This is an optimization exercise on Yosys and OpenROAD, whose aim is small area, a short achievable clock period and few clock cycles per item, not a production implementation.
RTL that was checked went through simulation tests only; none was proved equivalent to the original.
For runs 1 and 2, only the layout was checked, not whether the RTL still works.
Power and IR drop assume default switching activity.

File: standard.sh
#!/bin/bash
# synth_recipe.tcl (not shown) runs the flow's synth.tcl, then flattens the netlist and writes it again
# the make line also repeats each setting of config.mk as NAME=value (left out here)
make -C /OpenROAD-flow-scripts/flow DESIGN_CONFIG=/design/flow/config.mk WORK_HOME=/design/flow/orfs CLKGATE_MAP_FILE= SYNTH_SCRIPT=/design/flow/synth_recipe.tcl "${@:-finish}"
File: config.mk
export PLATFORM = sky130hd
export DESIGN_NAME = fsk_demod
export DESIGN_NICKNAME = fsk_demod
export VERILOG_FILES = /design/flow/design.v
export SDC_FILE = /design/flow/constraint.sdc
export NUM_CORES = 4
export LEC_CHECK = 0
export CAP_MARGIN = 20
export CORE_MARGIN = 2
export CORE_UTILIZATION = 40
export SETUP_SLACK_MARGIN = 3.5
export SLEW_MARGIN = 20
File: flow/run.sh
#!/bin/bash
# Own flow: the standard layout, with two changes.
#  1. Synthesis: the standard script, except that synth's "fine" step skips its quick abc
#     (so extract_fa sees the RTL's adders unscrambled) and the final abc uses an area
#     script with deepsyn (flow/abc_deep.script). The result is used only when it holds
#     exactly the standard synthesis's registers (names and cell types); otherwise the
#     standard synthesis is kept.
#  2. Port buffers are plain buffers (BUFFER_PORTS_ARGS) instead of the delay cells the
#     resizer picks by default.
# Every tool's output goes to a log file of its own in this folder.
set -u
W=$PWD
F=$W/flow
R=$W/orfs/results/$FLOW_PLATFORM/fsk_demod/base
PORTS='BUFFER_PORTS_ARGS=-buffer_cell sky130_fd_sc_hd__buf_4'

bash standard.sh synth > $W/log_standard_synth.txt 2>&1 || { echo "standard synth failed"; exit 1; }
cp $R/1_2_yosys.v $W/standard_1_2_yosys.v

# modified copy of ORFS's synth.tcl and of the standard flow's synthesis script
mkdir -p $W/mysynth
sed -e 's|^\(\s*synth -top $::env(DESIGN_NAME) -run fine: {\*}$synth_full_args\)|\1 -noabc|' \
    -e "s|^source \$::env(SCRIPTS_DIR)/synth_preamble.tcl|&\nset abc_args [lreplace \$abc_args 1 1 $F/abc_deep.script]|" \
    $FLOW_HOME/scripts/synth.tcl > $W/mysynth/synth.tcl
sed "s|source \$::env(SCRIPTS_DIR)/synth.tcl|source $W/mysynth/synth.tcl|" $W/synth_recipe.tcl > $W/mysynth/synth_recipe.tcl

if make -C $FLOW_HOME DESIGN_CONFIG=$W/config.mk WORK_HOME=$W/mysynth/orfs CLKGATE_MAP_FILE= \
     SYNTH_SCRIPT=$W/mysynth/synth_recipe.tcl synth > $W/log_my_synth.txt 2>&1; then
  M=$W/mysynth/orfs/results/$FLOW_PLATFORM/fsk_demod/base/1_2_yosys.v
  if python3 $F/regcmp.py $W/standard_1_2_yosys.v $M > $W/log_regcmp.txt 2>&1; then
    cp $M $R/1_2_yosys.v
    rm -f $R/1_synth.odb $R/1_synth.sdc
    echo "using the modified synthesis"
  else
    echo "registers differ: keeping the standard synthesis"
  fi
else
  echo "modified synthesis failed: keeping the standard synthesis"
fi

bash standard.sh "$PORTS" finish > $W/log_standard_finish.txt 2>&1 || { echo "layout failed"; exit 1; }
test -f $W/out/final.def
File: design.v
module tone_ref_lookup (
    input  logic [6:0]        q,
    output logic signed [8:0] dref
);
    always_comb begin
        case (q)
            7'd0: dref = 9'sd0;
            7'd1: dref = -9'sd3;
            7'd2: dref = -9'sd6;
            7'd3: dref = -9'sd10;
            7'd4: dref = -9'sd13;
            7'd5: dref = -9'sd15;
            7'd6: dref = -9'sd18;
            7'd7: dref = -9'sd21;
            7'd8: dref = -9'sd24;
            7'd9: dref = -9'sd26;
            7'd10: dref = -9'sd29;
            7'd11: dref = -9'sd31;
            7'd12: dref = -9'sd34;
            7'd13: dref = -9'sd36;
            7'd14: dref = -9'sd38;
            7'd15: dref = -9'sd39;
            7'd16: dref = -9'sd41;
            7'd17: dref = -9'sd43;
            7'd18: dref = -9'sd44;
            7'd19: dref = -9'sd45;
            7'd20: dref = -9'sd46;
            7'd21: dref = -9'sd46;
            7'd22: dref = -9'sd47;
            7'd23: dref = -9'sd47;
            7'd24: dref = -9'sd46;
            7'd25: dref = -9'sd47;
            7'd26: dref = -9'sd46;
            7'd27: dref = -9'sd45;
            7'd28: dref = -9'sd44;
            7'd29: dref = -9'sd43;
            7'd30: dref = -9'sd41;
            7'd31: dref = -9'sd39;
            7'd32: dref = -9'sd37;
            7'd33: dref = -9'sd35;
            7'd34: dref = -9'sd32;
            7'd35: dref = -9'sd30;
            7'd36: dref = -9'sd27;
            7'd37: dref = -9'sd23;
            7'd38: dref = -9'sd20;
            7'd39: dref = -9'sd16;
            7'd40: dref = -9'sd11;
            7'd41: dref = -9'sd8;
            7'd42: dref = -9'sd3;
            7'd43: dref = 9'sd2;
            7'd44: dref = 9'sd6;
            7'd45: dref = 9'sd11;
            7'd46: dref = 9'sd17;
            7'd47: dref = 9'sd22;
            7'd48: dref = 9'sd27;
            7'd49: dref = 9'sd33;
            7'd50: dref = 9'sd39;
            7'd51: dref = 9'sd45;
            7'd52: dref = 9'sd51;
            7'd53: dref = 9'sd57;
            7'd54: dref = 9'sd63;
            7'd55: dref = 9'sd70;
            7'd56: dref = 9'sd76;
            7'd57: dref = 9'sd82;
            7'd58: dref = 9'sd89;
            7'd59: dref = 9'sd95;
            7'd60: dref = 9'sd101;
            7'd61: dref = 9'sd108;
            7'd62: dref = 9'sd115;
            7'd63: dref = 9'sd121;
            7'd64: dref = 9'sd127;
            7'd65: dref = 9'sd133;
            7'd66: dref = 9'sd139;
            7'd67: dref = 9'sd146;
            7'd68: dref = 9'sd151;
            7'd69: dref = 9'sd157;
            7'd70: dref = 9'sd163;
            7'd71: dref = 9'sd168;
            7'd72: dref = 9'sd174;
            7'd73: dref = 9'sd178;
            7'd74: dref = 9'sd183;
            7'd75: dref = 9'sd187;
            7'd76: dref = 9'sd193;
            7'd77: dref = 9'sd197;
            7'd78: dref = 9'sd201;
            7'd79: dref = 9'sd203;
            7'd80: dref = 9'sd207;
            7'd81: dref = 9'sd210;
            7'd82: dref = 9'sd213;
            7'd83: dref = 9'sd215;
            7'd84: dref = 9'sd218;
            7'd85: dref = 9'sd220;
            7'd86: dref = 9'sd221;
            7'd87: dref = 9'sd222;
            7'd88: dref = 9'sd223;
            7'd89: dref = 9'sd224;
            7'd90: dref = 9'sd224;
            7'd91: dref = 9'sd223;
            7'd92: dref = 9'sd223;
            7'd93: dref = 9'sd222;
            7'd94: dref = 9'sd220;
            7'd95: dref = 9'sd219;
            7'd96: dref = 9'sd217;
            7'd97: dref = 9'sd215;
            7'd98: dref = 9'sd211;
            7'd99: dref = 9'sd209;
            7'd100: dref = 9'sd206;
            7'd101: dref = 9'sd201;
            7'd102: dref = 9'sd198;
            7'd103: dref = 9'sd193;
            7'd104: dref = 9'sd188;
            7'd105: dref = 9'sd183;
            7'd106: dref = 9'sd177;
            7'd107: dref = 9'sd172;
            7'd108: dref = 9'sd166;
            7'd109: dref = 9'sd159;
            7'd110: dref = 9'sd152;
            7'd111: dref = 9'sd145;
            7'd112: dref = 9'sd139;
            7'd113: dref = 9'sd131;
            7'd114: dref = 9'sd124;
            7'd115: dref = 9'sd116;
            7'd116: dref = 9'sd108;
            7'd117: dref = 9'sd99;
            7'd118: dref = 9'sd91;
            7'd119: dref = 9'sd82;
            7'd120: dref = 9'sd74;
            7'd121: dref = 9'sd65;
            7'd122: dref = 9'sd56;
            7'd123: dref = 9'sd47;
            7'd124: dref = 9'sd37;
            7'd125: dref = 9'sd28;
            7'd126: dref = 9'sd18;
            7'd127: dref = 9'sd9;
            default: dref = 9'sd0;
        endcase
    end
endmodule
module fsk_mac (
    input  logic [3:0]  neg,
    input  logic [3:0]  one,
    input  logic [3:0]  two,
    input  logic [8:0]  d,
    input  logic [23:0] sm,
    input  logic [23:0] cm,
    output logic [23:0] nx0,
    output logic [23:0] nx1
);
    logic pp1, pp2, pp3, pp4, pp5, pp6, pp7, pp8, pp9, pp10, pp11, pp12, pp13, pp14, pp15, pp16;
    logic pp17, pp18, pp19, pp20, pp21, pp22, pp23, pp24, pp25, pp26, pp27, pp28, pp29, pp30, pp31, pp32;
    logic pp33, pp34, pp35, pp36, pp37, pp38, pp39, pp40, pp41, hs42, hc43, hs44, hc45, hs46, hc47, hs48;
    logic hc49, hs50, hc51, hs52, hc53, hs54, hc55, hs56, hc57, fs58, fc59, hs60, hc61, fs62, fc63, hs64;
    logic hc65, fs66, fc67, fs68, fc69, fs70, fc71, fs72, fc73, fs74, fc75, fs76, fc77, fs78, fc79, fs80;
    logic fc81, fs82, fc83, fs84, fc85, fs86, fc87, fs88, fc89, fs90, fc91, fs92, fc93, fs94, fc95, hs96;
    logic hc97, hs98, hc99, hs100, hc101, fs102, fc103, fs104, fc105, fs106, fc107, fs108, fc109, fs110, fc111, fs112;
    logic fc113, fs114, fc115, fs116, fc117, fs118, fc119, fs120, fc121, fs122, fc123, fs124, fc125, fs126, fc127, fs128;
    logic fc129, hs130, hc131, hs132, hc133, hs134, hc135, hs136, hc137, hs138, hc139, hs140, hc141, hs142, hc143, hs144;
    logic hc145, hs146, hc147, fs148, fc149, fs150, fc151, fs152, fc153, fs154, fc155, fs156, fc157, fs158, fc159, fs160;
    logic fc161, fs162, fc163, fs164, fc165, fs166, fc167, fs168, fc169, fs170, fc171, fs172, fc173, fs174, fc175, fs176;
    logic fc177, fs178, fc179, fs180, fc181, fs182, fc183, fs184, fc185, fs186, fc187, fs188, fc189, fs190, fc191, fs192;
    logic fc193;
    assign pp1 = (one[0] & d[0]) ^ neg[0];
    assign pp2 = ((one[0] & d[1]) | (two[0] & d[0])) ^ neg[0];
    assign pp3 = ((one[0] & d[2]) | (two[0] & d[1])) ^ neg[0];
    assign pp4 = ((one[0] & d[3]) | (two[0] & d[2])) ^ neg[0];
    assign pp5 = ((one[0] & d[4]) | (two[0] & d[3])) ^ neg[0];
    assign pp6 = ((one[0] & d[5]) | (two[0] & d[4])) ^ neg[0];
    assign pp7 = ((one[0] & d[6]) | (two[0] & d[5])) ^ neg[0];
    assign pp8 = ((one[0] & d[7]) | (two[0] & d[6])) ^ neg[0];
    assign pp9 = ((one[0] & d[8]) | (two[0] & d[7])) ^ neg[0];
    assign pp10 = ((one[0] & d[8]) | (two[0] & d[8])) ^ neg[0];
    assign pp11 = ~pp10;
    assign pp12 = (one[1] & d[0]) ^ neg[1];
    assign pp13 = ((one[1] & d[1]) | (two[1] & d[0])) ^ neg[1];
    assign pp14 = ((one[1] & d[2]) | (two[1] & d[1])) ^ neg[1];
    assign pp15 = ((one[1] & d[3]) | (two[1] & d[2])) ^ neg[1];
    assign pp16 = ((one[1] & d[4]) | (two[1] & d[3])) ^ neg[1];
    assign pp17 = ((one[1] & d[5]) | (two[1] & d[4])) ^ neg[1];
    assign pp18 = ((one[1] & d[6]) | (two[1] & d[5])) ^ neg[1];
    assign pp19 = ((one[1] & d[7]) | (two[1] & d[6])) ^ neg[1];
    assign pp20 = ((one[1] & d[8]) | (two[1] & d[7])) ^ neg[1];
    assign pp21 = ~(((one[1] & d[8]) | (two[1] & d[8])) ^ neg[1]);
    assign pp22 = (one[2] & d[0]) ^ neg[2];
    assign pp23 = ((one[2] & d[1]) | (two[2] & d[0])) ^ neg[2];
    assign pp24 = ((one[2] & d[2]) | (two[2] & d[1])) ^ neg[2];
    assign pp25 = ((one[2] & d[3]) | (two[2] & d[2])) ^ neg[2];
    assign pp26 = ((one[2] & d[4]) | (two[2] & d[3])) ^ neg[2];
    assign pp27 = ((one[2] & d[5]) | (two[2] & d[4])) ^ neg[2];
    assign pp28 = ((one[2] & d[6]) | (two[2] & d[5])) ^ neg[2];
    assign pp29 = ((one[2] & d[7]) | (two[2] & d[6])) ^ neg[2];
    assign pp30 = ((one[2] & d[8]) | (two[2] & d[7])) ^ neg[2];
    assign pp31 = ~(((one[2] & d[8]) | (two[2] & d[8])) ^ neg[2]);
    assign pp32 = (one[3] & d[0]) ^ neg[3];
    assign pp33 = ((one[3] & d[1]) | (two[3] & d[0])) ^ neg[3];
    assign pp34 = ((one[3] & d[2]) | (two[3] & d[1])) ^ neg[3];
    assign pp35 = ((one[3] & d[3]) | (two[3] & d[2])) ^ neg[3];
    assign pp36 = ((one[3] & d[4]) | (two[3] & d[3])) ^ neg[3];
    assign pp37 = ((one[3] & d[5]) | (two[3] & d[4])) ^ neg[3];
    assign pp38 = ((one[3] & d[6]) | (two[3] & d[5])) ^ neg[3];
    assign pp39 = ((one[3] & d[7]) | (two[3] & d[6])) ^ neg[3];
    assign pp40 = ((one[3] & d[8]) | (two[3] & d[7])) ^ neg[3];
    assign pp41 = ~(((one[3] & d[8]) | (two[3] & d[8])) ^ neg[3]);
    assign hs42 = neg[3] ^ cm[6];
    assign hc43 = neg[3] & cm[6];
    assign hs44 = cm[7] ^ sm[7];
    assign hc45 = cm[7] & sm[7];
    assign hs46 = cm[8] ^ sm[8];
    assign hc47 = cm[8] & sm[8];
    assign hs48 = cm[9] ^ sm[9];
    assign hc49 = cm[9] & sm[9];
    assign hs50 = cm[10] ^ sm[10];
    assign hc51 = cm[10] & sm[10];
    assign hs52 = cm[11] ^ sm[11];
    assign hc53 = cm[11] & sm[11];
    assign hs54 = neg[1] ^ cm[2];
    assign hc55 = neg[1] & cm[2];
    assign hs56 = cm[3] ^ sm[3];
    assign hc57 = cm[3] & sm[3];
    assign fs58 = neg[2] ^ cm[4] ^ sm[4];
    assign fc59 = (neg[2] & cm[4]) | (neg[2] & sm[4]) | (cm[4] & sm[4]);
    assign hs60 = pp5 ^ pp14;
    assign hc61 = pp5 & pp14;
    assign fs62 = cm[5] ^ sm[5] ^ pp6;
    assign fc63 = (cm[5] & sm[5]) | (cm[5] & pp6) | (sm[5] & pp6);
    assign hs64 = pp15 ^ pp23;
    assign hc65 = pp15 & pp23;
    assign fs66 = sm[6] ^ pp7 ^ pp16;
    assign fc67 = (sm[6] & pp7) | (sm[6] & pp16) | (pp7 & pp16);
    assign fs68 = pp24 ^ pp32 ^ hs42;
    assign fc69 = (pp24 & pp32) | (pp24 & hs42) | (pp32 & hs42);
    assign fs70 = pp8 ^ pp17 ^ pp25;
    assign fc71 = (pp8 & pp17) | (pp8 & pp25) | (pp17 & pp25);
    assign fs72 = pp33 ^ hs44 ^ hc43;
    assign fc73 = (pp33 & hs44) | (pp33 & hc43) | (hs44 & hc43);
    assign fs74 = pp9 ^ pp18 ^ pp26;
    assign fc75 = (pp9 & pp18) | (pp9 & pp26) | (pp18 & pp26);
    assign fs76 = pp34 ^ hs46 ^ hc45;
    assign fc77 = (pp34 & hs46) | (pp34 & hc45) | (hs46 & hc45);
    assign fs78 = pp10 ^ pp19 ^ pp27;
    assign fc79 = (pp10 & pp19) | (pp10 & pp27) | (pp19 & pp27);
    assign fs80 = pp35 ^ hs48 ^ hc47;
    assign fc81 = (pp35 & hs48) | (pp35 & hc47) | (hs48 & hc47);
    assign fs82 = pp10 ^ pp20 ^ pp28;
    assign fc83 = (pp10 & pp20) | (pp10 & pp28) | (pp20 & pp28);
    assign fs84 = pp36 ^ hs50 ^ hc49;
    assign fc85 = (pp36 & hs50) | (pp36 & hc49) | (hs50 & hc49);
    assign fs86 = pp21 ^ pp29 ^ pp37;
    assign fc87 = (pp21 & pp29) | (pp21 & pp37) | (pp29 & pp37);
    assign fs88 = pp11 ^ hs52 ^ hc51;
    assign fc89 = (pp11 & hs52) | (pp11 & hc51) | (hs52 & hc51);
    assign fs90 = 1'b1 ^ cm[12] ^ sm[12];
    assign fc91 = (1'b1 & cm[12]) | (1'b1 & sm[12]) | (cm[12] & sm[12]);
    assign fs92 = pp30 ^ pp38 ^ hc53;
    assign fc93 = (pp30 & pp38) | (pp30 & hc53) | (pp38 & hc53);
    assign fs94 = cm[13] ^ sm[13] ^ pp31;
    assign fc95 = (cm[13] & sm[13]) | (cm[13] & pp31) | (sm[13] & pp31);
    assign hs96 = 1'b1 ^ cm[14];
    assign hc97 = 1'b1 & cm[14];
    assign hs98 = neg[0] ^ cm[0];
    assign hc99 = neg[0] & cm[0];
    assign hs100 = cm[1] ^ sm[1];
    assign hc101 = cm[1] & sm[1];
    assign fs102 = sm[2] ^ pp3 ^ pp12;
    assign fc103 = (sm[2] & pp3) | (sm[2] & pp12) | (pp3 & pp12);
    assign fs104 = pp4 ^ pp13 ^ hs56;
    assign fc105 = (pp4 & pp13) | (pp4 & hs56) | (pp13 & hs56);
    assign fs106 = pp22 ^ hc57 ^ hs60;
    assign fc107 = (pp22 & hc57) | (pp22 & hs60) | (hc57 & hs60);
    assign fs108 = hs64 ^ fc59 ^ hc61;
    assign fc109 = (hs64 & fc59) | (hs64 & hc61) | (fc59 & hc61);
    assign fs110 = hc65 ^ fc63 ^ fs66;
    assign fc111 = (hc65 & fc63) | (hc65 & fs66) | (fc63 & fs66);
    assign fs112 = fc67 ^ fs70 ^ fc69;
    assign fc113 = (fc67 & fs70) | (fc67 & fc69) | (fs70 & fc69);
    assign fs114 = fc71 ^ fs74 ^ fc73;
    assign fc115 = (fc71 & fs74) | (fc71 & fc73) | (fs74 & fc73);
    assign fs116 = fc75 ^ fs78 ^ fc77;
    assign fc117 = (fc75 & fs78) | (fc75 & fc77) | (fs78 & fc77);
    assign fs118 = fc79 ^ fs82 ^ fc81;
    assign fc119 = (fc79 & fs82) | (fc79 & fc81) | (fs82 & fc81);
    assign fs120 = fc83 ^ fs86 ^ fc85;
    assign fc121 = (fc83 & fs86) | (fc83 & fc85) | (fs86 & fc85);
    assign fs122 = fs90 ^ fc87 ^ fc89;
    assign fc123 = (fs90 & fc87) | (fs90 & fc89) | (fc87 & fc89);
    assign fs124 = pp39 ^ fc91 ^ fs94;
    assign fc125 = (pp39 & fc91) | (pp39 & fs94) | (fc91 & fs94);
    assign fs126 = sm[14] ^ pp40 ^ hs96;
    assign fc127 = (sm[14] & pp40) | (sm[14] & hs96) | (pp40 & hs96);
    assign fs128 = cm[15] ^ sm[15] ^ pp41;
    assign fc129 = (cm[15] & sm[15]) | (cm[15] & pp41) | (sm[15] & pp41);
    assign hs130 = 1'b1 ^ cm[16];
    assign hc131 = 1'b1 & cm[16];
    assign hs132 = 1'b1 ^ cm[17];
    assign hc133 = 1'b1 & cm[17];
    assign hs134 = 1'b1 ^ cm[18];
    assign hc135 = 1'b1 & cm[18];
    assign hs136 = 1'b1 ^ cm[19];
    assign hc137 = 1'b1 & cm[19];
    assign hs138 = 1'b1 ^ cm[20];
    assign hc139 = 1'b1 & cm[20];
    assign hs140 = 1'b1 ^ cm[21];
    assign hc141 = 1'b1 & cm[21];
    assign hs142 = 1'b1 ^ cm[22];
    assign hc143 = 1'b1 & cm[22];
    assign hs144 = 1'b1 ^ cm[23];
    assign hc145 = 1'b1 & cm[23];
    assign hs146 = sm[0] ^ pp1;
    assign hc147 = sm[0] & pp1;
    assign fs148 = pp2 ^ hs100 ^ hc99;
    assign fc149 = (pp2 & hs100) | (pp2 & hc99) | (hs100 & hc99);
    assign fs150 = hs54 ^ hc101 ^ fs102;
    assign fc151 = (hs54 & hc101) | (hs54 & fs102) | (hc101 & fs102);
    assign fs152 = hc55 ^ fc103 ^ fs104;
    assign fc153 = (hc55 & fc103) | (hc55 & fs104) | (fc103 & fs104);
    assign fs154 = fs58 ^ fc105 ^ fs106;
    assign fc155 = (fs58 & fc105) | (fs58 & fs106) | (fc105 & fs106);
    assign fs156 = fs62 ^ fc107 ^ fs108;
    assign fc157 = (fs62 & fc107) | (fs62 & fs108) | (fc107 & fs108);
    assign fs158 = fs68 ^ fc109 ^ fs110;
    assign fc159 = (fs68 & fc109) | (fs68 & fs110) | (fc109 & fs110);
    assign fs160 = fs72 ^ fc111 ^ fs112;
    assign fc161 = (fs72 & fc111) | (fs72 & fs112) | (fc111 & fs112);
    assign fs162 = fs76 ^ fc113 ^ fs114;
    assign fc163 = (fs76 & fc113) | (fs76 & fs114) | (fc113 & fs114);
    assign fs164 = fs80 ^ fc115 ^ fs116;
    assign fc165 = (fs80 & fc115) | (fs80 & fs116) | (fc115 & fs116);
    assign fs166 = fs84 ^ fc117 ^ fs118;
    assign fc167 = (fs84 & fc117) | (fs84 & fs118) | (fc117 & fs118);
    assign fs168 = fs88 ^ fc119 ^ fs120;
    assign fc169 = (fs88 & fc119) | (fs88 & fs120) | (fc119 & fs120);
    assign fs170 = fs92 ^ fc121 ^ fs122;
    assign fc171 = (fs92 & fc121) | (fs92 & fs122) | (fc121 & fs122);
    assign fs172 = fc93 ^ fs124 ^ fc123;
    assign fc173 = (fc93 & fs124) | (fc93 & fc123) | (fs124 & fc123);
    assign fs174 = fc95 ^ fs126 ^ fc125;
    assign fc175 = (fc95 & fs126) | (fc95 & fc125) | (fs126 & fc125);
    assign fs176 = hc97 ^ fs128 ^ fc127;
    assign fc177 = (hc97 & fs128) | (hc97 & fc127) | (fs128 & fc127);
    assign fs178 = sm[16] ^ hs130 ^ fc129;
    assign fc179 = (sm[16] & hs130) | (sm[16] & fc129) | (hs130 & fc129);
    assign fs180 = sm[17] ^ hs132 ^ hc131;
    assign fc181 = (sm[17] & hs132) | (sm[17] & hc131) | (hs132 & hc131);
    assign fs182 = sm[18] ^ hs134 ^ hc133;
    assign fc183 = (sm[18] & hs134) | (sm[18] & hc133) | (hs134 & hc133);
    assign fs184 = sm[19] ^ hs136 ^ hc135;
    assign fc185 = (sm[19] & hs136) | (sm[19] & hc135) | (hs136 & hc135);
    assign fs186 = sm[20] ^ hs138 ^ hc137;
    assign fc187 = (sm[20] & hs138) | (sm[20] & hc137) | (hs138 & hc137);
    assign fs188 = sm[21] ^ hs140 ^ hc139;
    assign fc189 = (sm[21] & hs140) | (sm[21] & hc139) | (hs140 & hc139);
    assign fs190 = sm[22] ^ hs142 ^ hc141;
    assign fc191 = (sm[22] & hs142) | (sm[22] & hc141) | (hs142 & hc141);
    assign fs192 = sm[23] ^ hs144 ^ hc143;
    assign fc193 = (sm[23] & hs144) | (sm[23] & hc143) | (hs144 & hc143);
    assign nx0[0] = hs146;
    assign nx0[1] = fs148;
    assign nx0[2] = fs150;
    assign nx0[3] = fs152;
    assign nx0[4] = fs154;
    assign nx0[5] = fs156;
    assign nx0[6] = fs158;
    assign nx0[7] = fs160;
    assign nx0[8] = fs162;
    assign nx0[9] = fs164;
    assign nx0[10] = fs166;
    assign nx0[11] = fs168;
    assign nx0[12] = fs170;
    assign nx0[13] = fs172;
    assign nx0[14] = fs174;
    assign nx0[15] = fs176;
    assign nx0[16] = fs178;
    assign nx0[17] = fs180;
    assign nx0[18] = fs182;
    assign nx0[19] = fs184;
    assign nx0[20] = fs186;
    assign nx0[21] = fs188;
    assign nx0[22] = fs190;
    assign nx0[23] = fs192;
    assign nx1[0] = hs98;
    assign nx1[1] = hc147;
    assign nx1[2] = fc149;
    assign nx1[3] = fc151;
    assign nx1[4] = fc153;
    assign nx1[5] = fc155;
    assign nx1[6] = fc157;
    assign nx1[7] = fc159;
    assign nx1[8] = fc161;
    assign nx1[9] = fc163;
    assign nx1[10] = fc165;
    assign nx1[11] = fc167;
    assign nx1[12] = fc169;
    assign nx1[13] = fc171;
    assign nx1[14] = fc173;
    assign nx1[15] = fc175;
    assign nx1[16] = fc177;
    assign nx1[17] = fc179;
    assign nx1[18] = fc181;
    assign nx1[19] = fc183;
    assign nx1[20] = fc185;
    assign nx1[21] = fc187;
    assign nx1[22] = fc189;
    assign nx1[23] = fc191;
endmodule
module symbol_decider (
    input  logic        sys_clk,
    input  logic        rst_n,
    input  logic        push,
    input  logic        push_bit,
    output logic [2:0]  qv,
    output logic        symbol,
    output logic        symbol_valid,
    input  logic        symbol_ready
);
    logic [2:0] qd;
    logic [2:0] nv;
    logic [2:0] nd;
    logic       pop;
    assign pop          = qv[0] && symbol_ready;
    assign symbol       = qd[0];
    assign symbol_valid = qv[0];
    always_comb begin
        nv = pop ? {1'b0, qv[2:1]} : qv;
        nd = pop ? {qd[2], qd[2:1]} : qd;
        if (push) begin
            if (!nv[0])      nd[0] = push_bit;
            else if (!nv[1]) nd[1] = push_bit;
            else             nd[2] = push_bit;
            nv = {nv[1:0], 1'b1};
        end
    end
    always_ff @(posedge sys_clk or negedge rst_n) begin
        if (!rst_n) qv <= '0;
        else        qv <= nv;
    end
    always_ff @(posedge sys_clk) begin
        qd <= nd;
    end
endmodule
module fsk_demod (
    input  logic         sys_clk,
    input  logic         rst_n,
    input  logic [15:0]  sample_in,       
    input  logic         sample_valid,
    output logic         sample_ready,
    output logic         symbol,          
    output logic         symbol_valid,
    input  logic         symbol_ready
);
    localparam int W = 24;
    logic       rdy;
    logic       take;
    logic [7:0] ph1;
    logic [7:0] s1;
    logic       l1;
    assign sample_ready = rdy;
    assign take         = sample_valid && rdy;
    always_ff @(posedge sys_clk) begin
        ph1 <= sample_in[15:8];
        s1  <= sample_in[7:0] & {8{take}};
    end
    always_ff @(posedge sys_clk or negedge rst_n) begin
        if (!rst_n) l1 <= 1'b0;
        else        l1 <= take && (sample_in[15:8] == 8'hFF);
    end
    logic [7:0]        fold;       
    logic signed [8:0] dhalf;
    logic [8:0]        se;
    logic [3:0]        neg_n, one_n, two_n;
    logic [3:0]        neg2, one2, two2;
    logic [8:0]        d2;
    logic              l2;
    assign fold = ph1[7] ? 8'd0 - ph1 : ph1;
    tone_ref_lookup u_lookup (.q(fold[6:0]), .dref(dhalf));
    always_comb begin
        se = {s1, 1'b0};
        for (int i = 0; i < 4; i++) begin
            neg_n[i] = se[2*i+2];
            one_n[i] = se[2*i+1] ^ se[2*i];
            two_n[i] = (se[2*i+2] & ~se[2*i+1] & ~se[2*i]) | (~se[2*i+2] & se[2*i+1] & se[2*i]);
        end
    end
    always_ff @(posedge sys_clk) begin
        d2   <= fold[7] ? 9'd0 : dhalf;     
        neg2 <= neg_n ^ {4{ph1[7]}};
        one2 <= one_n;
        two2 <= two_n;
    end
    logic [W-1:0] acc_s, acc_c;
    logic [W-1:0] nx_s, nx_c;
    logic         run;        
    logic         l3;         
    logic         flush;      
    fsk_mac u_mac (
        .neg (neg2),
        .one (one2),
        .two (two2),
        .d   (d2),
        .sm  (acc_s | ~{W{run}}),
        .cm  (acc_c & {W{run}}),
        .nx0 (nx_s),
        .nx1 (nx_c)
    );
    always_ff @(posedge sys_clk) begin
        acc_s <= nx_s;
        acc_c <= nx_c;
    end
    always_ff @(posedge sys_clk or negedge rst_n) begin
        if (!rst_n) begin
            l2      <= 1'b0;
            l3      <= 1'b0;
            flush   <= 1'b1;
            run     <= 1'b0;
        end else begin
            l2      <= l1;
            l3      <= l2;
            flush   <= 1'b0;
            run     <= !(l2 || flush);
        end
    end
    logic [W-1:0] total;
    logic         dec;        
    logic         l4;
    assign total = acc_s + acc_c;
    always_ff @(posedge sys_clk) begin
        dec <= !total[W-1];
    end
    always_ff @(posedge sys_clk or negedge rst_n) begin
        if (!rst_n) l4 <= 1'b0;
        else        l4 <= l3;
    end
    logic [2:0] qv;
    symbol_decider u_queue (
        .sys_clk      (sys_clk),
        .rst_n        (rst_n),
        .push         (l4),
        .push_bit     (dec),
        .qv           (qv),
        .symbol       (symbol),
        .symbol_valid (symbol_valid),
        .symbol_ready (symbol_ready)
    );
    logic [4:0] ends;
    logic       at_most_one;
    assign ends = {qv[0], l1, l2, l3, l4};
    always_comb begin
        at_most_one = 1'b1;
        for (int i = 0; i < 5; i++)
            for (int j = i + 1; j < 5; j++)
                if (ends[i] && ends[j]) at_most_one = 1'b0;
    end
    always_ff @(posedge sys_clk or negedge rst_n) begin
        if (!rst_n) rdy <= 1'b0;
        else        rdy <= !qv[1] && at_most_one;
    end
endmodule
File: flow/abc_deep.script
strash
&get -n
&deepsyn -T 45 -S 1
&put
dch -f
map -a
topo
stime -c
buffer -c
upsize -c
dnsize -c
File: constraint.sdc
create_clock -name core_clock -period 6.0 [get_ports {sys_clk}]
set_input_delay 1.2000 -clock core_clock [delete_from_list [all_inputs] [get_ports {sys_clk}]]
set_output_delay 1.2000 -clock core_clock [all_outputs]
set_load 0.01 [all_outputs]
File: flow/regcmp.py
# regcmp.py STD.v NEW.v: exit 0 when both netlists hold the same registers
# (same instance names, same cell types, drive strength aside).
import re, sys

def regs(path):
    txt = open(path).read()
    out = {}
    for typ, name in re.findall(r'^\s*(sky130_fd_sc_hd__\w+)\s+(\S+)\s*\(', txt, re.M):
        base = typ.replace('sky130_fd_sc_hd__', '')
        if re.match(r'(e?df|dl|sdf|sedf)', base):
            out[name] = re.sub(r'_\d+$', '', base)
    return out

a, b = regs(sys.argv[1]), regs(sys.argv[2])
if a != b or not a:
    print("register mismatch:", len(a), len(b))
    for k in sorted(set(a) | set(b)):
        if a.get(k) != b.get(k):
            print("  ", k, a.get(k), b.get(k))
    sys.exit(1)
print("registers match:", len(a))
==> results.json, run 1 <==
{
  "coreArea_um2": 15710,
  "clock_tree.root_cell": "clkbuf_16",
  "wirelength_um": 14110,
  "r2r-start": "run$_DFF_PN0_",
  "synth_nets": 839,
  "vias": 4959,
  "critPathKind": "reg2reg",
  "dr.pass1.iters": 5,
  "syn_inst": 729,
  "num_rows": 46,
  "worstPathBufferInverterCount": 3,
  "critical_path.slowest_cell": "dfrtp_2",
  "fin_ws_ps": 3520,
  "irDropWorstVdd_uv": 248.4,
  "leakage_nw": 3.390,
  "place.gp.congestion": 0.9247,
  "critPathCaptureType": "flop",
  "clockBufferDepth": 2,
  "numClockSinks": 99,
  "avgRoutedWirePerCell_um": 14.21,
  "slowest_delay_ps": 480,
  "grt_max_degree": 20,
  "start_kind": "flop",
  "io_pins": 23,
  "ys_warn_count": 3,
  "setup_viol": 0,
  "clk_latency_ps": 350,
  "reg2reg_to": "acc_s[12]$_DFF_P_",
  "maxSlewHeadroom_pct": 50.86,
  "crit_chain": "inv_12 -> or2_4 -> ha_4 -> inv_1 -> fa_2 -> inv_2 -> fa_1 -> fa_1",
  "pre_cts_slack_ps": 3039,
  "syn_area_um2": 6365,
  "reg2reg_slack_ps": 3520,
  "area_growth_pct": 19.78,
  "ctsHoldBuffers": 0,
  "fin_crit_sh_pct": 41.33,
  "antenna_found_initial": 0,
  "ant_nets": 0,
  "skew_ps": 16.35,
  "hold_path_class": "reg2reg",
  "outcome": "finished clean",
  "hold_start": "s1[0]$_DFF_P_",
  "hold_end": "one2[0]$_DFF_P_",
  "overflow": 0,
  "finalHoldViolCount": 0,
  "finalMaxSlewViolations": 0,
  "clk_pin_slew_worst_paths_ps": 70,
  "cpLargestDelayFamily": "adder cells",
  "drive_gt1_share_pct": 25.74,
  "required_ps": 6230,
  "rsz0062_at_grt": "yes",
  "fin_crit_ps": 2480,
  "cp_common_cell": "fa_1",
  "die_x_um": 130.1,
  "grt_pass1_wl_um": 23690,
  "syn_area_per_cell_um2": 8.731,
  "reg2reg_depth": 8,
  "portBuffers": 22,
  "vias_per_cell": 4.994,
  "arrival_ps": 2710,
  "numCtsBuffers": 9,
  "detailed_place_hpwl_um": 10640,
  "grt_pass1_vias": 4989,
  "cts-htree-levels": 3,
  "fin_setup_tns_ps": 0,
  "die_h_um": 130.1,
  "holdPathStages": 0,
  "power.density_nw_per_um2": 423.6,
  "drt_iter0_drc": 331,
  "cts_tree": "built",
  "diodes": 0,
  "clock.fmax_mhz": 403.2,
  "drcViolationCount": 0,
  "die-area_um2": 16940,
  "worst_pin_slew_ps": 730.4,
  "start_util_pct": 40.51,
  "cp_max_fo": 16,
  "layout.nets": 882,
  "grt_use_total_pct": 17.67,
  "max_cap_violations": 0
}
==> final cells by class <==
cell class	instances	area (um2)
clock inverter	6	58.81
tap	216	270.3
timing repair inverter	1	8.758
fill	1490	8089
clock buffer	10	229.0
sequential	99	2069
inverter	131	519.2
timing repair buffer	48	364.1
multi-input combinational	482	4104
==> report_power, final <==
part	total, W	switching (W)	internal (W)
clock	0.000551	0.000261	0.000290
sequential	0.00105	0.000141	0.000908
combinational	0.00163	0.000890	0.000740
==> state kept, by name, summed over array words and instances, names as in the netlist <==
name	flops
d2	9
ph1	8
l1	1
rdy	1
run	1
l3	1
l4	1
acc_s	24
one2	4
flush	1
dec	1
neg2	4
u_queue.qd	3
acc_c	24
l2	1
two2	4
u_queue.qv	3
s1	8
==> worst max-delay path by stage <==
stage,startpoint,endpoint,slack [ps],cells after the start
2_1_floorplan,run$_DFF_PN0_,acc_s[12]$_DFF_P_,3490,10
3_3_place_gp,ph1[0]$_DFF_P_,d2[5]$_SDFF_PP0_,3080,19
3_5_place_dp,ph1[0]$_DFF_P_,d2[5]$_SDFF_PP0_,3040,19
4_1_cts,d2[4]$_SDFF_PP0_,acc_s[11]$_DFF_P_,3500,7
5_1_grt,ph1[0]$_DFF_P_,d2[0]$_SDFF_PP0_,3420,16
6_report,run$_DFF_PN0_,acc_s[12]$_DFF_P_,3520,8
==> through the flow <==
stage / util, % / hold WS (ps) / cell area, um2 / total power [W] / cells
after detailed placement: 43.56 / 357.1 / 6844 / 0.002629 / 950
final: 48.52 / 356.0 / 7624 / 0.003229 / 993
after global placement: 43.56 / 354.2 / 6844 / 0.002585 / 950
after global routing: 48.52 / 367.8 / 7624 / 0.003632 / 993
after CTS: 46.23 / 357.7 / 7264 / 0.003216 / 976
after floorplan: - / 331.4 / 6564 / 0.002228 / 729
==> worst reg2reg max path, delay by kind of cell (launching register included) <==
kind	cells	cell delay, ps
adders and majority gates	4	1450
DFF	1	480
and+or+nand+nor	1	250
buffers and inverters	3	180
==> what timing repair did <==
item,in CTS,in global routing
pin swaps,3,24
resized for setup,23,68
gates cloned,1,0
setup endpoints to repair,33,24
setup buffers,9,17
==> placed cells by master, fill, tap and decap left out, drive strengths merged, types with 34 or more instances in the layout <==
cell / instances
o21ai: 36
nand2: 49
xor2: 41
ha: 38
o22ai: 34
buf: 48
inv: 135
fa: 52
dfxtp: 88
nor2: 112
==> layer usage <==
metal / global-route usage (%) / vias up / wire [um]
met5: 0 / - / 0
met4: 6.705 / 0 / 283
met3: 3.526 / 20 / 547
met2: 28.27 / 129 / 6754
met1: 23.73 / 2374 / 6527
li1: - / 2436 / -
==> run 2, diff against run 1 <==
--- a/config.mk
+++ b/config.mk
@@ -9,4 +9,4 @@
 export CORE_MARGIN = 2
 export CORE_UTILIZATION = 40
-export SETUP_SLACK_MARGIN = 3.5
+export SETUP_SLACK_MARGIN = 3.7
 export SLEW_MARGIN = 20
==> results.json, run 2 <==
{
  "outcome": "finished clean",
  "clockBufferDepth": 2,
  "critPathCaptureType": "flop",
  "fin_crit_sh_pct": 41.18,
  "utilization_pct": 52.30,
  "num_rows": 46,
  "finalHoldViolCount": 0,
  "syn_area_um2": 6365,
  "die_h_um": 130.1,
  "die_x_um": 130.1,
  "placed_cell_area_um2": 6874,
  "cp_common_cell": "fa_2",
  "worstPathBufferInverterCount": 2,
  "portBuffers": 22,
  "grt_use_total_pct": 17.59,
  "die-area_um2": 16940,
  "top_regs": "acc_c: 24 flops, acc_s: 24 flops, d2: 9 flops",
  "finalMaxSlewViolations": 0,
  "maxSlewHeadroom_pct": 65.18,
  "required_ps": 6300,
  "cp_max_fo": 11,
  "power.density_nw_per_um2": 425.5,
  "grt_pass1_vias": 5011,
  "drt_iter0_drc": 273,
  "arrival_ps": 2770,
  "syn_inst": 729,
  "vias_per_cell": 5.050,
  "wirelength_um": 14690,
  "critPathKind": "reg2reg",
  "setup_viol": 0,
  "ant_nets": 0,
  "synth_nets": 839,
  "antenna_found_initial": 0,
  "avgRoutedWirePerCell_um": 14.53,
  "syn_area_per_cell_um2": 8.731,
  "overflow": 0,
  "cts-htree-levels": 3,
  "routed-wl-met3_um": 699,
  "fin_crit_ps": 2471,
  "coreArea_um2": 15710,
  "area_growth_pct": 29.11,
  "routedLengthMet1_um": 6500,
  "start_util_pct": 40.51,
  "slowest_delay_ps": 530,
  "whs_ps": 363.0,
  "layout.nets": 900,
  "hold_path_class": "reg2reg",
  "mostFrequentLayoutCells": "inv_1 (92), nor2_1 (87), dfxtp_1 (69)",
  "stdcell_count": 1011,
  "vias": 5106,
  "grt_pass1_wl_um": 23570,
  "ctsHoldBuffers": 0,
  "place_inst": 950,
  "clock_tree.root_cell": "clkbuf_16",
  "clock.fmax_mhz": 404.8,
  "drcViolationCount": 0,
  "clk_pin_slew_worst_paths_ps": 80,
  "ys_warn_count": 3,
  "place.gp.congestion": 0.9517,
  "irDropWorstVdd_uv": 182.3,
  "start_kind": "flop",
  "numClockSinks": 99,
  "finalInstanceArea_um2": 8218,
  "cpLargestDelayFamily": "adder cells",
  "fin_setup_tns_ps": 0,
  "wl_met2_um": 7034,
  "worst_pin_slew_ps": 517.6,
  "drive_gt1_share_pct": 33.58,
  "detailed_place_hpwl_um": 10510,
  "clk_latency_ps": 350,
  "skew_ps": 12.87,
  "rsz0062_at_grt": "yes",
  "io_pins": 23,
  "numCtsBuffers": 9,
  "max_cap_violations": 0,
  "critical_path.slowest_cell": "fa_2",
  "top_layer": "met4",
  "dr.pass1.iters": 5,
  "leakage_nw": 3.568,
  "grt_max_degree": 20,
  "crit_chain": "inv_12 -> buf_12 -> or2_4 -> fa_2 -> fa_2 -> fa_2",
  "final_common_cell": "inv_1",
  "cts_tree": "built",
  "diodes": 0
}
-- run 2: path summary, 6_finish.rpt --
path / start / endpoint / slack, ps / cells past startpoint
setup / recovery: run$_DFF_PN0_ / acc_s[6]$_DFF_P_ / 3530 / 6
hold / removal: s1[0]$_DFF_P_ / one2[0]$_DFF_P_ / 360 / 0
setup reg to reg: run$_DFF_PN0_ / acc_s[6]$_DFF_P_ / 3530 / 6
hold reg to reg: s1[0]$_DFF_P_ / one2[0]$_DFF_P_ / 360 / 0
max in group asynchronous: rst_n / flush$_DFF_PN1_ / 5120 / 1
min in group asynchronous: rst_n / u_queue.qv[1]$_DFF_PN0_ / 660 / 1
-- run 2: metrics by stage --
step | setup slack, ps | total power [W]
after detailed placement | 3047 | 0.002682
after floorplan | 3495 | 0.002254
after CTS | 3515 | 0.003422
after global placement | 3048 | 0.002614
final | 3529 | 0.003497
after global routing | 3452 | 0.003865
-- run 2: repair_timing --
action / 4_1_cts / 5_1_grt
endpoints found under the setup margin: 36 / 28
resized for setup: 88 / 91
setup buffers: 25 / 18
gates cloned: 1 / 1
pin swaps: 32 / 42
-- run 2: cell type report --
cell class,instances,area (um2)
fillers,1376,7495
repair buffers,65,536.8
repair inverters,1,8.758
well taps,216,270.3
flip-flops and latches,99,2088
clock buffers,9,225.2
clock inverters,7,116.4
inverters,131,554.3
multi-input cells,483,4418
-- run 2: routing by layer --
| layer | up-vias | track usage [%] |
|---|---|---|
| li1 | 2471 | - |
| met1 | 2426 | 22.81 |
| met2 | 166 | 28.89 |
| met3 | 43 | 3.854 |
| met4 | 0 | 6.641 |
| met5 | - | 0 |
-- run 2: power by group --
group | internal, W | total, W | leakage [nW] | switching (W)
clock network | 0.000378 | 0.000653 | 0.167 | 0.000275
logic | 0.000827 | 0.00179 | 2.52 | 0.000961
registers | 0.000910 | 0.00106 | 0.881 | 0.000146
==> run 3, diff against run 2 <==
--- a/design.v
+++ b/design.v
@@ -450,12 +450,16 @@
     logic       rdy;
     logic       take;
-    logic [7:0] ph1;
+    logic [7:0] phase;
+    logic [7:0] q1;           
+    logic       p7;           
     logic [7:0] s1;
     logic       l1;
     assign sample_ready = rdy;
     assign take         = sample_valid && rdy;
+    assign phase = sample_in[15:8];
     always_ff @(posedge sys_clk) begin
-        ph1 <= sample_in[15:8];
-        s1  <= sample_in[7:0] & {8{take}};
+        q1 <= phase[7] ? 8'd0 - phase : phase;
+        p7 <= phase[7];
+        s1 <= sample_in[7:0] & {8{take}};
     end
     always_ff @(posedge sys_clk or negedge rst_n) begin
@@ -463,5 +467,4 @@
         else        l1 <= take && (sample_in[15:8] == 8'hFF);
     end
-    logic [7:0]        fold;       
     logic signed [8:0] dhalf;
     logic [8:0]        se;
@@ -470,6 +473,5 @@
     logic [8:0]        d2;
     logic              l2;
-    assign fold = ph1[7] ? 8'd0 - ph1 : ph1;
-    tone_ref_lookup u_lookup (.q(fold[6:0]), .dref(dhalf));
+    tone_ref_lookup u_lookup (.q(q1[6:0]), .dref(dhalf));
     always_comb begin
         se = {s1, 1'b0};
@@ -481,6 +483,6 @@
     end
     always_ff @(posedge sys_clk) begin
-        d2   <= fold[7] ? 9'd0 : dhalf;     
-        neg2 <= neg_n ^ {4{ph1[7]}};
+        d2   <= q1[7] ? 9'd0 : dhalf;       
+        neg2 <= neg_n ^ {4{p7}};
         one2 <= one_n;
         two2 <= two_n;
--- a/config.mk
+++ b/config.mk
@@ -9,4 +9,4 @@
 export CORE_MARGIN = 2
 export CORE_UTILIZATION = 40
-export SETUP_SLACK_MARGIN = 3.7
+export SETUP_SLACK_MARGIN = 3.5
 export SLEW_MARGIN = 20
==> results.json, run 3 <==
{
  "placed_cell_area_um2": 6845,
  "io_pins": 23,
  "avgRoutedWirePerCell_um": 14.32,
  "final_common_cell": "inv_1",
  "grt_pass1_vias": 4947,
  "place.gp.congestion": 0.8881,
  "hold_start": "s1[0]$_DFF_P_",
  "ant_nets": 0,
  "critPathCaptureType": "flop",
  "finalMaxSlewViolations": 0,
  "slowest_delay_ps": 450,
  "layout.nets": 865,
  "ys_warn_count": 3,
  "finalHoldViolCount": 0,
  "drive_gt1_share_pct": 20.13,
  "dr.pass1.iters": 5,
  "reg2reg_depth": 8,
  "clk_latency_ps": 350,
  "numClockSinks": 100,
  "cts_tree": "built",
  "fin_setup_tns_ps": 0,
  "stdcell_count": 976,
  "nFillCells": 1520,
  "vias": 4907,
  "hold_path_class": "reg2reg",
  "top_regs": "acc_c: 24 flops, acc_s: 24 flops, d2: 9 flops",
  "mostFrequentLayoutCells": "inv_1 (102), nor2_1 (99), dfxtp_1 (77)",
  "arrival_ps": 2740,
  "reg2reg_to": "acc_s[12]$_DFF_P_",
  "clock.fmax_mhz": 396.3,
  "worst_pin_slew_ps": 586.3,
  "grt_pass1_wl_um": 23720,
  "num_rows": 46,
  "crit_chain": "clkinv_8 -> or2_4 -> ha_4 -> inv_1 -> fa_2 -> inv_2 -> fa_1 -> fa_1",
  "antenna_found_initial": 0,
  "syn_area_um2": 6395,
  "worstPathBufferInverterCount": 3,
  "cts-htree-levels": 3,
  "syn_area_per_cell_um2": 8.712,
  "diodes": 0,
  "area_growth_pct": 15.03,
  "critical_path.slowest_cell": "dfrtp_2",
  "synth_nets": 844,
  "overflow": 0,
  "portBuffers": 22,
  "leakage_nw": 3.295,
  "outcome": "finished clean",
  "maxSlewHeadroom_pct": 60.87,
  "irDropWorstVdd_uv": 181.6,
  "drcViolationCount": 0,
  "die_h_um": 130.4,
  "vias_per_cell": 5.028,
  "cpLargestDelayFamily": "adder cells",
  "setup_viol": 0,
  "detailed_place_hpwl_um": 10790,
  "holdPathStages": 0,
  "grt_max_degree": 39,
  "fin_crit_ps": 2524,
  "hold_end": "one2[0]$_DFF_P_",
  "drt_iter0_drc": 375,
  "cp_common_cell": "fa_1",
  "wirelength_um": 13970,
  "grt_use_total_pct": 17.48,
  "skew_ps": 8.931,
  "max_cap_violations": 0,
  "fin_crit_sh_pct": 42.06,
  "r2r-start": "run$_DFF_PN0_",
  "coreArea_um2": 15770,
  "critPathKind": "reg2reg",
  "cp_max_fo": 15,
  "clk_pin_slew_worst_paths_ps": 70,
  "reg2reg_slack_ps": 3480,
  "power.density_nw_per_um2": 447.4,
  "rsz0062_at_grt": "yes",
  "start_kind": "flop",
  "ctsHoldBuffers": 0,
  "start_util_pct": 40.55,
  "die_x_um": 130.4,
  "clock_tree.root_cell": "clkbuf_16",
  "die-area_um2": 17010,
  "required_ps": 6220,
  "numCtsBuffers": 9,
  "finalInstanceArea_um2": 7356,
  "clockBufferDepth": 2,
  "place_inst": 951,
  "syn_inst": 734
}
-- run 3: timing repair --
item                       CTS  global route
pin swaps                    2             6
setup buffers                1             7
gates resized for setup     17            38
setup endpoints to repair   24            25
hold endpoints to repair     0             0
cloned                       0             1
-- run 3: area by class of cell --
cell class	instances	area, um2	share of cell area, %
Clock buffer	9	225.2	3.062
Clock inverter	7	68.82	0.9355
Inverter	128	498.0	6.770
Multi-Input combinational cell	485	3975	54.04
Sequential cell	100	2085	28.34
Tap cell	216	270.3	3.674
Timing Repair Buffer	30	225.2	3.062
Timing Repair inverter	1	8.758	0.1191
-- run 3: where the power goes --
part / switching [W] / total, W / internal (W) / leakage (nW)
registers: 0.000162 / 0.00108 / 0.000919 / 0.886
clock network: 0.000269 / 0.000561 / 0.000292 / 0.143
logic: 0.000908 / 0.00165 / 0.000741 / 2.27
-- run 3: through the flow --
| step | hold WS, ps | setup slack, ps | total power (W) | utilization, % |
|---|---|---|---|---|
| after floorplan | 331.4 | 3483 | 0.002292 | - |
| after global placement | 363.9 | 3055 | 0.002617 | 43.41 |
| after detailed placement | 358.9 | 2967 | 0.002737 | 43.41 |
| after CTS | 365.8 | 3477 | 0.003314 | 45.58 |
| after global routing | 376.5 | 3391 | 0.003662 | 46.64 |
| final | 367.9 | 3476 | 0.003291 | 46.64 |
-- run 3: routing by layer --
| layer | track usage, % | wire [um] |
|---|---|---|
| met4 | 4.506 | 163 |
| met1 | 23.30 | 6360 |
| met5 | 0 | 0 |
| met3 | 3.054 | 644 |
| met2 | 29.69 | 6805 |
-- run 3: worst max-delay path by stage --
stage | from | endpoint | slack, ps | cells after the start
floorplan | run$_DFF_PN0_ | acc_s[12]$_DFF_P_ | 3480 | 10
global placement | run$_DFF_PN0_ | acc_s[12]$_DFF_P_ | 3050 | 8
detailed placement | run$_DFF_PN0_ | acc_s[12]$_DFF_P_ | 2970 | 8
CTS | run$_DFF_PN0_ | acc_s[12]$_DFF_P_ | 3480 | 8
global route | run$_DFF_PN0_ | acc_s[12]$_DFF_P_ | 3390 | 8
finish | run$_DFF_PN0_ | acc_s[12]$_DFF_P_ | 3480 | 8
-- run 3: worst reg2reg max path, stage by stage, from the launching register on --
cell	delay, ps
dfrtp_2	450
clkinv_8	110
or2_4	260
ha_4	260
inv_1	40
fa_2	350
inv_2	60
fa_1	430
fa_1	440
Testbench counts of run 3, summed over its fixed seeds: cycles 65,576, items 65,536.
==> run 4, diff against run 3 <==
--- a/flow/run.sh
+++ b/flow/run.sh
@@ -3,5 +3,5 @@
 #  1. Synthesis: the standard script, except that synth's "fine" step skips its quick abc
 #     (so extract_fa sees the RTL's adders unscrambled) and the final abc uses an area
-#     script with deepsyn (flow/abc_deep.script). The result is used only when it holds
+#     script with deepsyn (flow/abc.script). The result is used only when it holds
 #     exactly the standard synthesis's registers (names and cell types); otherwise the
 #     standard synthesis is kept.
@@ -13,5 +13,5 @@
 F=$W/flow
 R=$W/orfs/results/$FLOW_PLATFORM/fsk_demod/base
-PORTS='BUFFER_PORTS_ARGS=-buffer_cell sky130_fd_sc_hd__buf_4'
+PORTS='BUFFER_PORTS_ARGS=-buffer_cell sky130_fd_sc_hd__buf_2'
 
 bash standard.sh synth > $W/log_standard_synth.txt 2>&1 || { echo "standard synth failed"; exit 1; }
@@ -21,5 +21,5 @@
 mkdir -p $W/mysynth
 sed -e 's|^\(\s*synth -top $::env(DESIGN_NAME) -run fine: {\*}$synth_full_args\)|\1 -noabc|' \
-    -e "s|^source \$::env(SCRIPTS_DIR)/synth_preamble.tcl|&\nset abc_args [lreplace \$abc_args 1 1 $F/abc_deep.script]|" \
+    -e "s|^source \$::env(SCRIPTS_DIR)/synth_preamble.tcl|&\nset abc_args [lreplace \$abc_args 1 1 $F/abc.script]|" \
     $FLOW_HOME/scripts/synth.tcl > $W/mysynth/synth.tcl
 sed "s|source \$::env(SCRIPTS_DIR)/synth.tcl|source $W/mysynth/synth.tcl|" $W/synth_recipe.tcl > $W/mysynth/synth_recipe.tcl
==> flow/abc.script (new file) <==
strash
&get -n
&deepsyn -T 45 -S 1
&put
dch -f
amap
topo
stime -c
buffer -c
upsize -c
dnsize -c
removed: flow/abc_deep.script
==> results.json, run 4 <==
{
  "finalMaxSlewViolations": 0,
  "fin_crit_sh_pct": 43.06,
  "syn_inst": 734,
  "finalHoldViolCount": 0,
  "layout.nets": 867,
  "grt_use_total_pct": 18.27,
  "die-area_um2": 16600,
  "outcome": "finished clean",
  "power.density_nw_per_um2": 467.8,
  "rsz0062_at_grt": "yes",
  "worst_pin_slew_ps": 624.8,
  "final_common_cell": "nor2_1",
  "num_rows": 45,
  "clk_pin_slew_worst_paths_ps": 80,
  "area_growth_pct": 16.22,
  "r2r-start": "run$_DFF_PN0_",
  "critPathCapture": "acc_s[8]$_DFF_P_",
  "drcViolationCount": 0,
  "portBuffers": 22,
  "cp.depth": 7,
  "critical_path.slowest_cell": "fa_1",
  "worstPathBufferInverterCount": 2,
  "coreArea_um2": 15200,
  "setup.worst_path.start": "run$_DFF_PN0_",
  "antenna_found_initial": 0,
  "fin_crit_ps": 2584,
  "io_pins": 23,
  "finalPower_w": 0.003389,
  "leakage_nw": 3.023,
  "required_ps": 6220,
  "start_util_pct": 41.00,
  "pre_cts_slack_ps": 3168,
  "setup_viol": 0,
  "grt_max_degree": 22,
  "critPathCaptureType": "flop",
  "ys_warn_count": 3,
  "hold_path_class": "reg2reg",
  "synth_nets": 844,
  "slowest_delay_ps": 510,
  "wirelength_um": 14370,
  "cts-htree-levels": 3,
  "syn_area_um2": 6233,
  "overflow": 0,
  "die_h_um": 128.8,
  "ant_nets": 0,
  "avgRoutedWirePerCell_um": 15.12,
  "holdPathStages": 0,
  "max_cap_violations": 0,
  "top_regs": "acc_c: 24 flops, acc_s: 24 flops, d2: 9 flops",
  "skew_ps": 12.38,
  "reg2reg_to": "acc_s[8]$_DFF_P_",
  "hold_start": "s1[0]$_DFF_P_",
  "fin_ws_ps": 3416,
  "stdcell_count": 950,
  "arrival_ps": 2800,
  "syn_area_per_cell_um2": 8.492,
  "die_x_um": 128.8,
  "clock_tree.root_cell": "clkbuf_16",
  "multi_input_area_um2": 4056,
  "place_inst": 921,
  "detailed_place_hpwl_um": 10570,
  "cpLargestDelayFamily": "adder cells",
  "critPathKind": "reg2reg",
  "crit_chain": "inv_8 -> buf_6 -> or2_4 -> ha_4 -> fa_2 -> fa_1 -> fa_2",
  "reg2reg_slack_ps": 3420,
  "ctsHoldBuffers": 0,
  "vias_per_cell": 5.411,
  "vias": 5140,
  "grt_pass1_vias": 4941,
  "cp_common_cell": "fa_2",
  "maxSlewHeadroom_pct": 58.30,
  "grt_pass1_wl_um": 24080,
  "mostFrequentLayoutCells": "nor2_1 (118), dfxtp_1 (77), inv_1 (67)",
  "diodes": 0,
  "numCtsBuffers": 9,
  "clk_latency_ps": 350,
  "clock.fmax_mhz": 387.1,
  "irDropWorstVdd_uv": 217.7,
  "drt_iter0_drc": 359,
  "reg2reg_depth": 7,
  "nFillCells": 1450,
  "fin_setup_tns_ps": 0,
  "cp_max_fo": 7,
  "numClockSinks": 100,
  "place.gp.congestion": 0.8924,
  "dr.pass1.iters": 5,
  "start_kind": "flop",
  "seq_area_um2": 2090,
  "drive_gt1_share_pct": 21.00,
  "clockBufferDepth": 2,
  "cts_tree": "built"
}
run 4: timing repair:
item                                    in CTS  in global routing
pin swaps                                    7                 17
gates cloned                                 3                  2
setup buffers                                2                  6
endpoints found under the setup margin      29                 24
resized for setup                           36                 56
run 4: routing by layer:
layer,global-route usage [%],vias to the layer above,wire (um)
met3,3.659,27,909
met1,25.52,2392,6642
li1,-,2528,-
met4,6.905,0,337
met5,0,-,0
met2,28.10,193,6476
run 4: worst min-delay path by stage:
stage | end | slack [ps]
after global routing | one2[0]$_DFF_P_ | 380
final | one2[0]$_DFF_P_ | 380
after CTS | one2[0]$_DFF_P_ | 380
after floorplan | one2[0]$_DFF_P_ | 330
after global placement | one2[0]$_DFF_P_ | 370
after detailed placement | one2[0]$_DFF_P_ | 370
run 4: worst reg2reg max path, delay by kind of cell (launching register included):
family	cells	cell delay, ps
flops	1	490
simple gates	1	230
buf+inv	2	190
fa+ha+maj	4	1540
run 4: final cells by class:
cell class                 instances  share of cell area (%)
sequential                       100                   28.84
clock buffer                      10                   3.161
inverter                          92                   5.130
timing repair inverter             5                  0.4490
multi-input combinational        519                   55.99
timing repair buffer              30                   2.401
tap                              188                   3.247
clock inverter                     6                  0.7772
run 4: where the power goes:
group / total (W) / internal [W] / switching, W / leakage (nW)
sequential: 0.00110 / 0.000934 / 0.000168 / 0.886
combinational: 0.00173 / 0.000783 / 0.000947 / 2.00
clock: 0.000557 / 0.000290 / 0.000266 / 0.137
run 4: through the flow:
step / util (%) / hold WS, ps / instance area, um2
6_report: 47.65 / 382.3 / 7244
5_1_grt: 47.65 / 383.4 / 7244
4_1_cts: 46.07 / 378.8 / 7004
3_5_place_dp: 43.33 / 366.6 / 6586
3_3_place_gp: 43.33 / 368.7 / 6586
2_1_floorplan: - / 331.7 / 6385
==> run 5, diff against run 4 <==
--- a/flow/run.sh
+++ b/flow/run.sh
@@ -13,5 +13,5 @@
 F=$W/flow
 R=$W/orfs/results/$FLOW_PLATFORM/fsk_demod/base
-PORTS='BUFFER_PORTS_ARGS=-buffer_cell sky130_fd_sc_hd__buf_2'
+PORTS='BUFFER_PORTS_ARGS=-buffer_cell sky130_fd_sc_hd__buf_4'
 
 bash standard.sh synth > $W/log_standard_synth.txt 2>&1 || { echo "standard synth failed"; exit 1; }
==> flow/abc.script (replaced) <==
strash
&get -n
&deepsyn -T 45 -S 1
&put
dch -f
map -a
topo
stime -c
buffer -c
upsize -c
dnsize -c
--- a/config.mk
+++ b/config.mk
@@ -8,5 +8,5 @@
 export CAP_MARGIN = 20
 export CORE_MARGIN = 2
-export CORE_UTILIZATION = 40
+export CORE_UTILIZATION = 55
 export SETUP_SLACK_MARGIN = 3.5
 export SLEW_MARGIN = 20
==> results.json, run 5 <==
{
  "outcome": "finished clean",
  "setup_viol": 0,
  "portBuffers": 22,
  "ant_nets": 0,
  "reg2reg_slack_ps": 3520,
  "drt_iter0_drc": 222,
  "clk_pin_slew_worst_paths_ps": 70,
  "place.gp.congestion": 0.9806,
  "clockBufferDepth": 2,
  "start_util_pct": 56.25,
  "crit_chain": "clkinv_8 -> or2_4 -> ha_4 -> inv_1 -> fa_2 -> inv_2 -> fa_1 -> fa_1",
  "cp_common_cell": "fa_1",
  "dr.pass1.iters": 6,
  "layout.nets": 864,
  "drcViolationCount": 0,
  "max_cap_violations": 0,
  "die-area_um2": 12510,
  "finalPower_w": 0.003297,
  "critPathKind": "reg2reg",
  "wirelength_um": 13770,
  "drive_gt1_share_pct": 19.50,
  "leakage_nw": 3.292,
  "cpLargestDelayFamily": "adder cells",
  "required_ps": 6230,
  "vias": 4875,
  "synth_nets": 844,
  "nFillCells": 982,
  "num_rows": 39,
  "numCtsBuffers": 9,
  "worstPathBufferInverterCount": 3,
  "maxSlewHeadroom_pct": 62.08,
  "cts-htree-levels": 3,
  "io_pins": 23,
  "irDropWorstVdd_uv": 397.0,
  "hold_path_class": "reg2reg",
  "multi_input_area_um2": 3978,
  "overflow": 0,
  "fin_crit_ps": 2483,
  "start_kind": "flop",
  "ys_warn_count": 3,
  "avgRoutedWirePerCell_um": 15.27,
  "critPathCaptureType": "flop",
  "clk_latency_ps": 360,
  "cp_max_fo": 15,
  "diodes": 0,
  "power.density_nw_per_um2": 454.2,
  "die_x_um": 111.8,
  "fin_crit_sh_pct": 41.38,
  "numClockSinks": 100,
  "final_common_cell": "inv_1",
  "vias_per_cell": 5.405,
  "syn_inst": 734,
  "finalHoldViolCount": 0,
  "clock_tree.root_cell": "clkbuf_16",
  "arrival_ps": 2720,
  "grt_pass1_vias": 4960,
  "grt_use_total_pct": 23.18,
  "detailed_place_hpwl_um": 10510,
  "syn_area_per_cell_um2": 8.712,
  "fin_setup_tns_ps": 0,
  "coreArea_um2": 11370,
  "die_h_um": 111.8,
  "grt_pass1_wl_um": 23580,
  "clock.fmax_mhz": 402.8,
  "rsz0062_at_grt": "yes",
  "cts_tree": "built",
  "seq_area_um2": 2086,
  "syn_area_um2": 6395,
  "grt_max_degree": 39,
  "top_regs": "acc_c: 24 flops, acc_s: 24 flops, d2: 9 flops",
  "slowest_delay_ps": 450,
  "worst_pin_slew_ps": 568.1,
  "antenna_found_initial": 0,
  "critical_path.slowest_cell": "dfrtp_2",
  "area_growth_pct": 13.52,
  "mostFrequentLayoutCells": "inv_1 (103), nor2_1 (100), dfxtp_1 (78)",
  "skew_ps": 8.373,
  "finalMaxSlewViolations": 0
}
==> run 5: cell types whose count changed in the layout (fill, tap and decap cells not counted), sizes merged, moves of 11 or more <==
cell,before,now
a21oi,50,30
inv,91,132
nor2b,21,0
nor3,24,13
o22ai,43,32
xor2,0,44
==> run 5: per-stage QoR <==
stage          utilization, %  instances  hold slack [ps]  setup WS, ps  area, um2
6_report                63.85        902            346.5          3517       7259
5_1_grt                 63.85        902            361.8          3437       7259
4_1_cts                 62.26        895            344.2          3478       7079
3_5_place_dp            59.40        878            339.0          2981       6754
3_3_place_gp            59.40        878            343.0          3049       6754
2_1_floorplan               -        734            331.4          3483       6580
==> run 5: metal layers <==
layer,share of wire (%),GRT usage (%)
met2,48,38.42
met5,0,0
met1,45,29.83
met3,5.9,5.879
met4,1.5,7.654
==> run 5: power breakdown <==
group / total (W) / internal, W / switching [W]
Sequential: 0.00108 / 0.000918 / 0.000157
Clock: 0.000573 / 0.000292 / 0.000281
Combinational: 0.00165 / 0.000737 / 0.000912
==> run 5: layout make-up <==
cell class,instances,share of cell area [%]
Sequential cell,100,28.73
Inverter,128,6.860
Tap cell,143,2.465
Clock buffer,9,3.102
Timing Repair inverter,1,0.1206
Timing Repair Buffer,29,2.999
Multi-Input combinational cell,485,54.79
Clock inverter,7,0.9307
==> run 5: timing repair <==
item / in CTS / in global routing
cloned: 0 / 1
pin swaps: 0 / 3
buffers inserted: 1 / 6
hold buffers: 0 / 0
resized for setup: 14 / 38
endpoints found under the setup margin: 24 / 20
==> run 5: final timing paths <==
| kind | start | endpoint | cells after the start |
|---|---|---|---|
| min in group asynchronous | rst_n | u_queue.qv[0]$_DFF_PN0_ | 1 |
| worst max register to register | run$_DFF_PN0_ | acc_s[12]$_DFF_P_ | 8 |
| worst min register to register | s1[0]$_DFF_P_ | one2[0]$_DFF_P_ | 0 |
| max in group asynchronous | rst_n | flush$_DFF_PN1_ | 1 |
| worst min-delay path | s1[0]$_DFF_P_ | one2[0]$_DFF_P_ | 0 |
| worst max-delay path | run$_DFF_PN0_ | acc_s[12]$_DFF_P_ | 8 |

[separate check: timing with driven ports]
Ports are ideal in the flow. The routed layouts listed here were re-timed in OpenROAD. Step 1 (the two cells are an assumption about what drives the block):
set clk [get_ports {sys_clk}]
set_driving_cell -lib_cell sky130_fd_sc_hd__clkbuf_16 $clk
set_driving_cell -lib_cell sky130_fd_sc_hd__buf_2 [delete_from_list [all_inputs] $clk]
Step 2 also shifts input and output timing later by t, the mid clock arrival at the registers, as if the neighbouring blocks saw the same clock. Three values: ideal ports, drivers, drivers and shift; two values: the first two.
run	t (ns)	slack for setup (ns)	hold slack, ns	worst setup path at the end	slew at the worst register clock pin (ns)
run 1	0.387	3.520 / 3.520 / 3.495	0.356 / 0.356 / 0.356	input to register	0.07 / 0.07
run 2	0.392	3.529 / 3.529 / 3.529	0.363 / 0.363 / 0.363	register to register	0.08 / 0.08
run 3	0.382	3.476 / 3.476 / 3.476	0.368 / 0.368 / 0.368	register to register	0.07 / 0.07
run 4	0.388	3.416 / 3.416 / 3.416	0.382 / 0.382 / 0.382	register to register	0.08 / 0.08
run 5	0.400	3.517 / 3.517 / 3.517	0.346 / 0.346 / 0.346	register to register	0.08 / 0.08
After both steps every run listed still meets setup and hold. The setup slack of run 1, which loses most, moves by 0.000 ns with the drivers and by -0.025 ns with both steps.
